This is an optimization exercise on Yosys and OpenROAD, whose aim is small area, a short achievable clock period and few clock cycles per item, not a production implementation. Where RTL was checked, it was by simulation tests only, not by an equivalence proof against the original. Power is estimated from default activity; no workload was simulated.

==> inputs of v12 <==
==> flow/design.v (excerpt) <==
module flow_proportioned_pump_timer_unit #(
    parameter int WINDOW_MS = 3600000
) (
    input  logic                        i_clk,
    input  logic                        i_rst_n,
    input  logic                        i_tick_valid,
    output logic                        o_tick_ready,
    input  logic                        i_tick,
    output logic                        o_res_valid,
    input  logic                        i_res_ready,
    output logic                        o_pump_on,
    output logic [fppt_pkg::TIME_W-1:0] o_phase_ms,
    output logic [fppt_pkg::TIME_W-1:0] o_on_time_ms,
    output logic [fppt_pkg::TIME_W-1:0] o_off_time_ms,
    output logic [fppt_pkg::CYC_W-1:0]  o_cycles_per_hour,
    output logic [fppt_pkg::MINF_W-1:0] o_min_flow,
    input  logic                        i_cfg_we,
    input  logic [0:0]                  i_cfg_idx,
    input  logic [fppt_pkg::FLOW_W-1:0] i_cfg_wdata
);
clock: 8.0 ns
lec_check: 0
cap_margin: 20
core_margin: 2
core_utilization: 60
place_density: 0.75
setup_slack_margin: 3.5
slew_margin: 20
run.sh (not shown) runs the stock make flow with config.mk's settings and CLKGATE_MAP_FILE= SYNTH_SCRIPT=/design/flow/synth_recipe.tcl, a recipe that flattens the netlist after the stock synthesis.
==> inputs of v5, as changes to v12 <==
ABC_AREA = 1   (was default)
CORE_UTILIZATION = 40   (was 60)
PLACE_DENSITY = 0.6   (was 0.75)
==> run notes <==
- Between v12 and v5, the lower power is in v12 (gap about 9%, measured against v5).
- Die area: v5 is higher than v12 (about 50%).
- Setup slack: v12 is better than v5 (920 ps).
- Between v12 and v5, the lower utilization is in v5 (gap 21 points).
- Cell count: v5 is higher than v12 (about 24%).
- Clock power: v12 is lower than v5 (about 10%).
- In v12 the count of clock-buffer cells in the layout is higher than in v5, by 2.
- Against v5, the via count of v12 is smaller by 4.5%.
Testbench counts of v12, summed over its fixed seeds: cycles 4,334, updates 320.
Testbench counts of v5, summed over its fixed seeds: cycles 4,334, updates 320.

---

==> ember: inputs <==
Another version of the RTL of flow_proportioned_pump_timer_unit (not shown whole).
Settings: LEC_CHECK=0, CAP_MARGIN=20, CORE_MARGIN=2, CORE_UTILIZATION=40, PLACE_DENSITY=0.6, SLEW_MARGIN=20; clock period 8.0 ns.
==> garnet (differences from ember) <==
--- a/flow/config.mk
+++ b/flow/config.mk
@@ -11,2 +11,3 @@
 export PLACE_DENSITY = 0.6
+export SETUP_SLACK_MARGIN = 3.5
 export SLEW_MARGIN = 20
==> comparison table <==
| item | garnet | ember |
|---|---|---|
| Status | no timing/DRC/antenna violations | no timing/DRC/antenna violations |
| Final WS setup | 2680 ps | 1650 ps |
| Detailed route wirelength on metal3 | 3500 um | 4180 um |
| Reg-to-reg endpoint | r_rf | u_seq.r_band[1] |
| Layout non-clock buf frac | 8.66% | 5.49% |
| # resized after CTS | 218 | 0 |
| Repair and plain buffers | 282 | 145 |
| Sequential fraction of total cell area | 20.7% | 22.3% |
| Clk_skew | 18.6 ps | 13.4 ps |
| Worst reg-to-reg setup slack | 3090 ps | 1870 ps |
| Area occupied by multi-input gates | 16,500 um2 | 15,300 um2 |
| Final net count | 3,290 | 3,154 |
| Origin of the worst setup path | r_band[0] | r_rf |
| GR Util All Layers | 25.0% | 24.2% |
| Total Power Consumption | 8290 uW | 7370 uW |
| Part of the total power dissipated in combinational logic | 62.7% | 59.1% |
| GR Util met1 | 31.7% | 31.3% |
| Initial DRC count | 1,380 | 1,134 |
| Routed via count | 19,900 | 19,100 |
| Pre-Repair DR Iteration Count | 5 | 6 |
| Final wirelength | 72,800 um | 69,900 um |
Testbench counts of ember, summed over its fixed seeds: cycles 4,334, updates 320.
Testbench counts of garnet, summed over its fixed seeds: cycles 4,334, updates 320.

---

==> job 690: inputs <==
Another version of the RTL of flow_proportioned_pump_timer_unit (not shown whole).
clock: 8.0 ns
lec_check: 0
cap_margin: 20
core_margin: 2
core_utilization: 40
place_density: 0.6
setup_slack_margin: 3.8
slew_margin: 20
==> inputs of job 9038, as changes to job 690 <==
--- a/flow/design.v
+++ b/flow/design.v
@@ -13,23 +13,25 @@
     input  logic [1:0]                  i_bits,
     input  logic [fppt_pkg::FLOW_W-1:0] i_dvs,
     input  logic [fppt_pkg::FLOW_W+1:0] i_dvs3,
     input  logic [4:0]                  i_nrem,
     input  logic [1:0]                  i_band,
     output logic [fppt_pkg::FLOW_W-1:0] o_rem,
     output logic [4:0]                  o_nrem,
-    output logic [1:0]                  o_digit
+    output logic [1:0]                  o_digit,
+    output logic [1:0]                  o_q
 );
     localparam int FW = fppt_pkg::FLOW_W;
     logic [FW+1:0] w_t;
     logic [FW+2:0] w_d1, w_d2, w_d3;
     logic          w_ge1, w_ge2, w_ge3;
     logic [1:0]    w_q;
     logic [6:0]    w_dn15, w_dn30;
     assign w_t  = {i_rem, i_bits};
+    assign o_q  = w_q;
     assign w_d1 = {1'b0, w_t} - {3'b000, i_dvs};
     assign w_d2 = {1'b0, w_t} - {2'b00, i_dvs, 1'b0};
     assign w_d3 = {1'b0, w_t} - {1'b0, i_dvs3};
     assign w_ge1 = ~w_d1[FW+2];
     assign w_ge2 = ~w_d2[FW+2];
     assign w_ge3 = ~w_d3[FW+2];
     always_comb begin
@@ -117,17 +119,20 @@
     logic          w_last;
     logic          w_m60_done;
     logic          w_commit;
     logic [5:0]    w_r60;
     logic [1:0]    w_q60;
     logic [FW-1:0] w_c4b;
     logic [FW-1:0] w_h, w_hm1;
-    logic [2:0]    w_s;
+    logic          w_s0;
+    logic [1:0]    w_off_lo;
+    logic          w_rf;
+    logic [1:0]    w_q;
     logic [TW-1:0] w_off_div;
-    assign w_fnext = (i_we && i_idx == 1'b1) ? i_wdata : i_flow;
+    assign w_fnext = (i_idx == 1'b1) ? i_wdata : i_flow;
     assign w_mnext = (i_we && i_idx == 1'b0) ? i_wdata : i_max_flow;
     assign w_y     = {w_fnext, 7'd0} - {5'd0, w_fnext, 2'd0} + {7'd0, w_fnext};
     always_ff @(posedge i_clk) begin
         r_m3 <= {1'b0, w_mnext, 1'b0} + {2'b00, w_mnext};
     end
     assign w_yr = {r_rem[4:0], r_quo};
     assign w_a  = {w_yr, 8'd0} - {3'd0, w_yr, 5'd0} + {8'd0, w_yr};
@@ -150,17 +155,19 @@
         .i_bits  (r_quo[TW-1:TW-2]),
         .i_dvs   (i_max_flow),
         .i_dvs3  (r_m3),
         .i_nrem  (r_nrem),
         .i_band  (r_band),
         .o_rem   (w_rem),
         .o_nrem  (w_nrem),
-        .o_digit (w_digit)
+        .o_digit (w_digit),
+        .o_q     (w_q)
     );
     assign w_last     = (r_state == S_DIV) && (r_cnt == 4'd10);
+    assign w_rf       = (w_nrem != '0);
     assign w_m60_done = (r_m60_cnt == 4'd10);
     assign o_ready    = (r_state == S_DONE) || ((w_last || r_state == S_SKIP) && w_m60_done);
     assign w_commit   = (w_last || r_state == S_SKIP) && w_m60_done && i_free;
     always_ff @(posedge i_clk) begin
         if (!i_rst_n || i_we) begin
             r_state <= S_MUL;
         end else begin
@@ -195,16 +202,24 @@
             fppt_pkg::BAND_N15: w_c4b = FW'(WINDOW_MS / 60);
             fppt_pkg::BAND_N30: w_c4b = FW'(WINDOW_MS / 120);
             default:            w_c4b = FW'(WINDOW_MS / 4);
         endcase
     end
     assign w_h       = w_c4b - r_quo[FW-1:0];
     assign w_hm1     = w_c4b - r_quo[FW-1:0] - 1'b1;
-    assign w_s       = {1'b0, w_digit} + {2'b00, (w_nrem != '0)};
-    assign w_off_div = (w_s == 3'd0) ? {w_h, 2'b00} : {w_hm1, 2'(3'd4 - w_s)};
+    assign w_s0      = (r_nrem == '0) && (w_q == 2'd0);
+    always_comb begin
+        case ({w_digit, w_rf})
+            3'b001, 3'b010: w_off_lo = 2'd3;
+            3'b011, 3'b100: w_off_lo = 2'd2;
+            3'b101, 3'b110: w_off_lo = 2'd1;
+            default:        w_off_lo = 2'd0;
+        endcase
+    end
+    assign w_off_div = w_s0 ? {w_h, 2'b00} : {w_hm1, w_off_lo};
     always_comb begin
         logic [6:0] r;
         r = {r_r60, r_q60[FW-1]};
         w_q60[1] = (r >= 7'd60);
         if (w_q60[1]) r = r - 7'd60;
         r = {r[5:0], r_q60[FW-2]};
         w_q60[0] = (r >= 7'd60);
@@ -228,15 +243,15 @@
             r_r60 <= w_r60;
             r_q60 <= {r_q60[FW-3:0], w_q60};
         end
     end
     assign o_commit = w_commit;
     assign o_on     = (r_state == S_SKIP) ? r_quo : {r_quo[TW-3:0], w_digit};
     assign o_off    = (r_state == S_SKIP) ? (r_quo[TW-1] ? '0 : TW'(WINDOW_MS)) : w_off_div;
-    assign o_rf     = (r_state == S_SKIP) ? 1'b0 : (w_nrem != '0);
+    assign o_rf     = (r_state == S_SKIP) ? 1'b0 : w_rf;
     assign o_band   = r_band;
     assign o_q60    = r_q60[fppt_pkg::MINF_W-1:0];
 endmodule
 module flow_proportioned_pump_timer_unit #(
     parameter int WINDOW_MS = 3600000
 ) (
     input  logic                        i_clk,
--- a/flow/config.mk
+++ b/flow/config.mk
@@ -5,9 +5,9 @@
 export SDC_FILE = /design/flow/constraint.sdc
 export NUM_CORES = 4
 export LEC_CHECK = 0
 export CAP_MARGIN = 20
 export CORE_MARGIN = 2
 export CORE_UTILIZATION = 40
 export PLACE_DENSITY = 0.6
-export SETUP_SLACK_MARGIN = 3.8
+export SETUP_SLACK_MARGIN = 4.0
 export SLEW_MARGIN = 20
==> inputs of job 3297, as changes to job 690 <==
--- a/flow/design.v
+++ b/flow/design.v
@@ -13,23 +13,25 @@
     input  logic [1:0]                  i_bits,
     input  logic [fppt_pkg::FLOW_W-1:0] i_dvs,
     input  logic [fppt_pkg::FLOW_W+1:0] i_dvs3,
     input  logic [4:0]                  i_nrem,
     input  logic [1:0]                  i_band,
     output logic [fppt_pkg::FLOW_W-1:0] o_rem,
     output logic [4:0]                  o_nrem,
-    output logic [1:0]                  o_digit
+    output logic [1:0]                  o_digit,
+    output logic [1:0]                  o_q
 );
     localparam int FW = fppt_pkg::FLOW_W;
     logic [FW+1:0] w_t;
     logic [FW+2:0] w_d1, w_d2, w_d3;
     logic          w_ge1, w_ge2, w_ge3;
     logic [1:0]    w_q;
     logic [6:0]    w_dn15, w_dn30;
     assign w_t  = {i_rem, i_bits};
+    assign o_q  = w_q;
     assign w_d1 = {1'b0, w_t} - {3'b000, i_dvs};
     assign w_d2 = {1'b0, w_t} - {2'b00, i_dvs, 1'b0};
     assign w_d3 = {1'b0, w_t} - {1'b0, i_dvs3};
     assign w_ge1 = ~w_d1[FW+2];
     assign w_ge2 = ~w_d2[FW+2];
     assign w_ge3 = ~w_d3[FW+2];
     always_comb begin
@@ -81,15 +83,16 @@
     input  logic                         i_free,
     output logic                         o_ready,
     output logic                         o_commit,
     output logic [fppt_pkg::TIME_W-1:0]  o_on,
     output logic [fppt_pkg::TIME_W-1:0]  o_off,
     output logic                         o_rf,
     output logic [1:0]                   o_band,
-    output logic [fppt_pkg::MINF_W-1:0]  o_q60
+    output logic [fppt_pkg::MINF_W-1:0]  o_q60,
+    output logic                         o_on_zero
 );
     localparam int FW = fppt_pkg::FLOW_W;
     localparam int TW = fppt_pkg::TIME_W;
     localparam logic [1:0] S_MUL  = 2'd0;
     localparam logic [1:0] S_DIV  = 2'd1;
     localparam logic [1:0] S_SKIP = 2'd2;
     localparam logic [1:0] S_DONE = 2'd3;
@@ -98,17 +101,17 @@
     logic [FW-1:0] r_rem;
     logic [TW-1:0] r_quo;
     logic [4:0]    r_nrem;
     logic [1:0]    r_band;
     logic [FW+1:0] r_m3;
     logic [3:0]    r_m60_cnt;
     logic [5:0]    r_r60;
-    logic [FW-1:0] r_q60;
+    logic [fppt_pkg::MINF_W-1:0] r_q60;
     logic [FW-1:0] w_fnext;
-    logic [FW-1:0] w_mnext;
+    logic [1:0]    w_mbits;
     logic [26:0]   w_y;
     logic [26:0]   w_yr;
     logic [34:0]   w_a;
     logic [1:0]    w_band;
     logic          w_mz, w_fz, w_ge;
     logic          w_c1, w_c2, w_c3, w_c4;
     logic [FW-1:0] w_rem;
@@ -117,50 +120,54 @@
     logic          w_last;
     logic          w_m60_done;
     logic          w_commit;
     logic [5:0]    w_r60;
     logic [1:0]    w_q60;
     logic [FW-1:0] w_c4b;
     logic [FW-1:0] w_h, w_hm1;
-    logic [2:0]    w_s;
+    logic          w_s0;
+    logic [1:0]    w_off_lo;
+    logic          w_rf;
+    logic [1:0]    w_q;
     logic [TW-1:0] w_off_div;
-    assign w_fnext = (i_we && i_idx == 1'b1) ? i_wdata : i_flow;
-    assign w_mnext = (i_we && i_idx == 1'b0) ? i_wdata : i_max_flow;
+    assign w_fnext = (i_idx == 1'b1) ? i_wdata : i_flow;
     assign w_y     = {w_fnext, 7'd0} - {5'd0, w_fnext, 2'd0} + {7'd0, w_fnext};
     always_ff @(posedge i_clk) begin
-        r_m3 <= {1'b0, w_mnext, 1'b0} + {2'b00, w_mnext};
+        if (i_we && i_idx == 1'b0) r_m3 <= {1'b0, i_wdata, 1'b0} + {2'b00, i_wdata};
     end
     assign w_yr = {r_rem[4:0], r_quo};
     assign w_a  = {w_yr, 8'd0} - {3'd0, w_yr, 5'd0} + {8'd0, w_yr};
     assign w_mz = (i_max_flow == '0);
     assign w_fz = (i_flow == '0);
     assign w_ge = (i_flow >= i_max_flow);
     assign w_c1 = (({3'b000, i_flow, 2'b00} + {5'd0, i_flow}) <= {7'd0, i_max_flow[FW-1:2]});
     assign w_c2 = (({3'b000, i_flow, 2'b00} + {5'd0, i_flow}) <= {6'd0, i_max_flow[FW-1:1]});
     assign w_c3 = (i_flow <= {2'b00, i_max_flow[FW-1:2]});
     assign w_c4 = ({i_flow, 2'b00} <= r_m3);
     always_comb begin
-        if (w_fz || w_c1) w_band = fppt_pkg::BAND_N1;
+        if (w_fz || w_mz || w_c1) w_band = fppt_pkg::BAND_N1;
         else if (w_c2)    w_band = fppt_pkg::BAND_N4;
         else if (w_c3)    w_band = fppt_pkg::BAND_N15;
         else if (w_c4)    w_band = fppt_pkg::BAND_N30;
         else              w_band = fppt_pkg::BAND_N1;
     end
     fppt_div u_step (
         .i_rem   (r_rem),
         .i_bits  (r_quo[TW-1:TW-2]),
         .i_dvs   (i_max_flow),
         .i_dvs3  (r_m3),
         .i_nrem  (r_nrem),
         .i_band  (r_band),
         .o_rem   (w_rem),
         .o_nrem  (w_nrem),
-        .o_digit (w_digit)
+        .o_digit (w_digit),
+        .o_q     (w_q)
     );
     assign w_last     = (r_state == S_DIV) && (r_cnt == 4'd10);
+    assign w_rf       = (w_nrem != '0);
     assign w_m60_done = (r_m60_cnt == 4'd10);
     assign o_ready    = (r_state == S_DONE) || ((w_last || r_state == S_SKIP) && w_m60_done);
     assign w_commit   = (w_last || r_state == S_SKIP) && w_m60_done && i_free;
     always_ff @(posedge i_clk) begin
         if (!i_rst_n || i_we) begin
             r_state <= S_MUL;
         end else begin
@@ -193,24 +200,38 @@
         case (r_band)
             fppt_pkg::BAND_N4:  w_c4b = FW'(WINDOW_MS / 16);
             fppt_pkg::BAND_N15: w_c4b = FW'(WINDOW_MS / 60);
             fppt_pkg::BAND_N30: w_c4b = FW'(WINDOW_MS / 120);
             default:            w_c4b = FW'(WINDOW_MS / 4);
         endcase
     end
-    assign w_h       = w_c4b - r_quo[FW-1:0];
     assign w_hm1     = w_c4b - r_quo[FW-1:0] - 1'b1;
-    assign w_s       = {1'b0, w_digit} + {2'b00, (w_nrem != '0)};
-    assign w_off_div = (w_s == 3'd0) ? {w_h, 2'b00} : {w_hm1, 2'(3'd4 - w_s)};
+    assign w_h       = w_hm1 + 1'b1;
+    assign w_s0      = (r_nrem == '0) && (w_q == 2'd0);
+    always_comb begin
+        case ({w_digit, w_rf})
+            3'b001, 3'b010: w_off_lo = 2'd3;
+            3'b011, 3'b100: w_off_lo = 2'd2;
+            3'b101, 3'b110: w_off_lo = 2'd1;
+            default:        w_off_lo = 2'd0;
+        endcase
+    end
+    assign w_off_div = w_s0 ? {w_h, 2'b00} : {w_hm1, w_off_lo};
+    always_comb begin
+        w_mbits = 2'b00;
+        for (int k = 0; k < 10; k++) begin
+            if (r_m60_cnt == 4'(k)) w_mbits = i_max_flow[FW-1-2*k -: 2];
+        end
+    end
     always_comb begin
         logic [6:0] r;
-        r = {r_r60, r_q60[FW-1]};
+        r = {r_r60, w_mbits[1]};
         w_q60[1] = (r >= 7'd60);
         if (w_q60[1]) r = r - 7'd60;
-        r = {r[5:0], r_q60[FW-2]};
+        r = {r[5:0], w_mbits[0]};
         w_q60[0] = (r >= 7'd60);
         if (w_q60[0]) r = r - 7'd60;
         w_r60 = r[5:0];
     end
     always_ff @(posedge i_clk) begin
         if (!i_rst_n || (i_we && i_idx == 1'b0)) begin
             r_m60_cnt <= 4'd15;
@@ -219,26 +240,26 @@
         end else if (!w_m60_done) begin
             r_m60_cnt <= r_m60_cnt + 4'd1;
         end
     end
     always_ff @(posedge i_clk) begin
         if (r_m60_cnt == 4'd15) begin
             r_r60 <= '0;
-            r_q60 <= i_max_flow;
         end else if (!w_m60_done) begin
             r_r60 <= w_r60;
-            r_q60 <= {r_q60[FW-3:0], w_q60};
+            r_q60 <= {r_q60[fppt_pkg::MINF_W-3:0], w_q60};
         end
     end
     assign o_commit = w_commit;
     assign o_on     = (r_state == S_SKIP) ? r_quo : {r_quo[TW-3:0], w_digit};
     assign o_off    = (r_state == S_SKIP) ? (r_quo[TW-1] ? '0 : TW'(WINDOW_MS)) : w_off_div;
-    assign o_rf     = (r_state == S_SKIP) ? 1'b0 : (w_nrem != '0);
+    assign o_rf     = (r_state == S_SKIP) ? 1'b0 : w_rf;
     assign o_band   = r_band;
-    assign o_q60    = r_q60[fppt_pkg::MINF_W-1:0];
+    assign o_on_zero = (r_quo[TW-3:0] == '0) && ((r_state == S_SKIP) ? (r_quo[TW-1:TW-2] == 2'b00) : (w_digit == 2'b00));
+    assign o_q60    = r_q60;
 endmodule
 module flow_proportioned_pump_timer_unit #(
     parameter int WINDOW_MS = 3600000
 ) (
     input  logic                        i_clk,
     input  logic                        i_rst_n,
     input  logic                        i_tick_valid,
@@ -284,14 +305,19 @@
     logic          w_free;
     logic          w_take;
     logic [TW-1:0] w_phase;
     logic [TW-1:0] w_base;
     logic [TW-1:0] w_period;
     logic          w_le_on;
     logic          w_le_per;
+    logic          w_on_zero;
+    logic          r_past_on;
+    logic          r_past_per;
+    logic          w_eq_on;
+    logic          w_eq_per;
     fppt_seq #(
         .WINDOW_MS (WINDOW_MS)
     ) u_seq (
         .i_clk      (i_clk),
         .i_rst_n    (i_rst_n),
         .i_we       (i_cfg_we),
         .i_idx      (i_cfg_idx),
@@ -301,15 +327,16 @@
         .i_free     (w_free),
         .o_ready    (w_ready),
         .o_commit   (w_commit),
         .o_on       (w_on),
         .o_off      (w_off),
         .o_rf       (w_rf),
         .o_band     (w_band),
-        .o_q60      (w_q60)
+        .o_q60      (w_q60),
+        .o_on_zero  (w_on_zero)
     );
     assign w_free       = !r_res_valid || i_res_ready;
     assign o_tick_ready = w_ready && !i_cfg_we && w_free;
     assign w_take       = i_tick_valid && o_tick_ready;
     always_comb begin
         if (r_p_zero)     w_phase = '0;
         else if (r_p_inc) w_phase = r_p + 1'b1;
@@ -320,34 +347,42 @@
             fppt_pkg::BAND_N4:  w_base = BASE_N4;
             fppt_pkg::BAND_N15: w_base = BASE_N15;
             fppt_pkg::BAND_N30: w_base = BASE_N30;
             default:            w_base = BASE_N1;
         endcase
     end
     assign w_period = w_base - TW'(r_rf);
-    assign w_le_on  = r_p_zero || (r_p < r_on) || (!r_p_inc && r_p == r_on);
-    assign w_le_per = r_p_zero || (r_p < w_period) || (!r_p_inc && r_p == w_period);
+    assign w_le_on  = !r_past_on;
+    assign w_le_per = !r_past_per;
+    assign w_eq_on  = w_commit ? w_on_zero : (w_phase == r_on);
+    assign w_eq_per = !w_commit && (w_phase == w_period);
     always_ff @(posedge i_clk) begin
         if (!i_rst_n) begin
             r_max_flow  <= '0;
             r_flow      <= '0;
             r_p_zero    <= 1'b1;
             r_p_inc     <= 1'b0;
+            r_past_on   <= 1'b0;
+            r_past_per  <= 1'b0;
             r_pump      <= 1'b0;
             r_res_valid <= 1'b0;
         end else begin
             if (i_cfg_we) begin
                 if (i_cfg_idx == 1'b0) r_max_flow <= i_cfg_wdata;
                 else                   r_flow     <= i_cfg_wdata;
-                r_p_zero <= 1'b1;
-                r_p_inc  <= 1'b0;
+                r_p_zero   <= 1'b1;
+                r_p_inc    <= 1'b0;
+                r_past_on  <= 1'b0;
+                r_past_per <= 1'b0;
             end else if (w_take) begin
                 if (i_tick) begin
-                    r_p_zero <= !w_le_per;
-                    r_p_inc  <= w_le_per;
+                    r_p_zero   <= !w_le_per;
+                    r_p_inc    <= w_le_per;
+                    r_past_on  <= w_le_per && (!w_le_on || w_eq_on);
+                    r_past_per <= w_le_per && w_eq_per;
                     if (w_le_on)       r_pump <= 1'b1;
                     else if (w_le_per) r_pump <= 1'b0;
                 end else begin
                     r_p_zero <= 1'b0;
                     r_p_inc  <= 1'b0;
                 end
             end
==> flow/flow/run.sh (new file) <==
#!/bin/bash
# The standard layout, with the port buffers that ORFS inserts before global placement made of
# plain buf_2 cells (buffer_ports otherwise picks a delay cell here). Every port keeps its buffer.
set -euo pipefail
export BUFFER_PORTS_ARGS="-buffer_cell sky130_fd_sc_hd__buf_2"
bash standard.sh > standard_make.log 2>&1
==> flow/standard.sh (new file) <==
#!/bin/bash
# synth_recipe.tcl (not shown) runs the flow's synth.tcl, then flattens the netlist and writes it again
# the make line also repeats each setting of config.mk as NAME=value (left out here)
make -C /OpenROAD-flow-scripts/flow DESIGN_CONFIG=/design/flow/config.mk WORK_HOME=/design/flow/orfs CLKGATE_MAP_FILE= SYNTH_SCRIPT=/design/flow/synth_recipe.tcl "${@:-finish}"
--- a/flow/config.mk
+++ b/flow/config.mk
@@ -7,7 +7,8 @@
 export LEC_CHECK = 0
 export CAP_MARGIN = 20
 export CORE_MARGIN = 2
 export CORE_UTILIZATION = 40
 export PLACE_DENSITY = 0.6
 export SETUP_SLACK_MARGIN = 3.8
 export SLEW_MARGIN = 20
+export TNS_END_PERCENT = 10
removed: flow/run.sh
==> comparison table <==
Run status: job 3297 no timing/DRC/antenna violations; job 690 no timing/DRC/antenna violations; job 9038 no timing/DRC/antenna violations
Largest fanout of any net on the critical path: job 3297 4; job 690 8; job 9038 5
Number of logic inverters in the finished layout: job 3297 232; job 690 249; job 9038 249
Instance count on the critical path: job 3297 14; job 690 29; job 9038 15
TritonCTS buffer count: job 3297 28; job 690 30; job 9038 28
Simple logic cell fraction of the synthesized area: job 3297 0.1724; job 690 0.1767; job 9038 0.1769
Combinational-cell power consumption: job 3297 8.37 mW; job 690 10.5 mW; job 9038 9.91 mW
Worst Setup Start Kind: job 3297 primary input; job 690 flop; job 9038 flop
Number of non-filler instances in the completed layout: job 3297 3769; job 690 3985; job 9038 3990
Hold Crit Start: job 3297 r_past_per; job 690 u_seq.r_r60[2]; job 9038 r_pump
Sequential fraction of the synthesis area: job 3297 0.2630; job 690 0.2526; job 9038 0.2494
# clk buffers: job 3297 37; job 690 38; job 9038 33
Logic pwr share: job 3297 0.719; job 690 0.756; job 9038 0.745
Power attributed to the clock group: job 3297 1.27 mW; job 690 1.40 mW; job 9038 1.39 mW
Setup slack of the worst register-to-register path: job 3297 3.52 ns; job 690 0.72 ns; job 9038 3.49 ns
Area share of fa/ha/maj cells after synthesis: job 3297 0.1967; job 690 0.2126; job 9038 0.2120
Synth Net Count: job 3297 3152; job 690 3278; job 9038 3311
Detail Route met3 WL: job 3297 5629 µm; job 690 5262 µm; job 9038 5403 µm
Actual transition at the worst max-transition pin: job 3297 1.027 ns; job 690 1.132 ns; job 9038 1.035 ns
Number of instances in the synthesized netlist: job 3297 2775; job 690 2861; job 9038 2894
Post-CTS setup repair buffer count: job 3297 82; job 690 118; job 9038 132
Number of placed instances, taps included: job 3297 3593; job 690 3746; job 9038 3726
Cell depth of the worst flop-to-flop path: job 3297 16; job 690 29; job 9038 15
Testbench counts of job 3297, summed over its fixed seeds: cycles 4,334, updates 320.
No functional check of the RTL was part of job 690 and job 9038.

## re-timing with driven ports
Ports are ideal in the flow. The routed layouts listed here were re-timed in OpenROAD. Step 1: set_driving_cell puts a clkbuf_16 on i_clk and a buf_2 on each other input, an assumption about the parent block. Step 2 moves the port delays by t, midway between the first and last clock arrival at a register: inputs arrive t later, outputs are due t later. That takes back most of the time a late clock gives input paths. a / b / c = ideal ports / drivers / drivers and shift; a / b = the first two.
run	t, ns	setup slack, ns	worst register clock-pin slew, ns	worst slew at a driven data input, ns	cell pins on the clock port's net
v12	0.623	3.095 / 3.095 / 2.534	0.07 / 0.07	0.28	1
v5	0.640	2.170 / 2.170 / 1.912	0.07 / 0.07	0.38	1
ember	0.634	1.645 / 1.592 / 1.868	0.06 / 0.06	0.04	1
garnet	0.629	2.680 / 2.626 / 3.088	0.07 / 0.07	0.04	1
job 690	0.639	0.717 / 0.717 / 0.717	0.07 / 0.07	0.09	1
job 9038	0.619	3.488 / 3.341 / 2.722	0.07 / 0.07	0.26	1
job 3297	0.649	3.380 / 3.216 / 2.567	0.06 / 0.06	0.27	1
After both steps every run listed still meets setup and hold. For job 3297, which loses most, drivers alone change the setup slack by -0.164 ns; drivers and shift together by -0.813 ns.
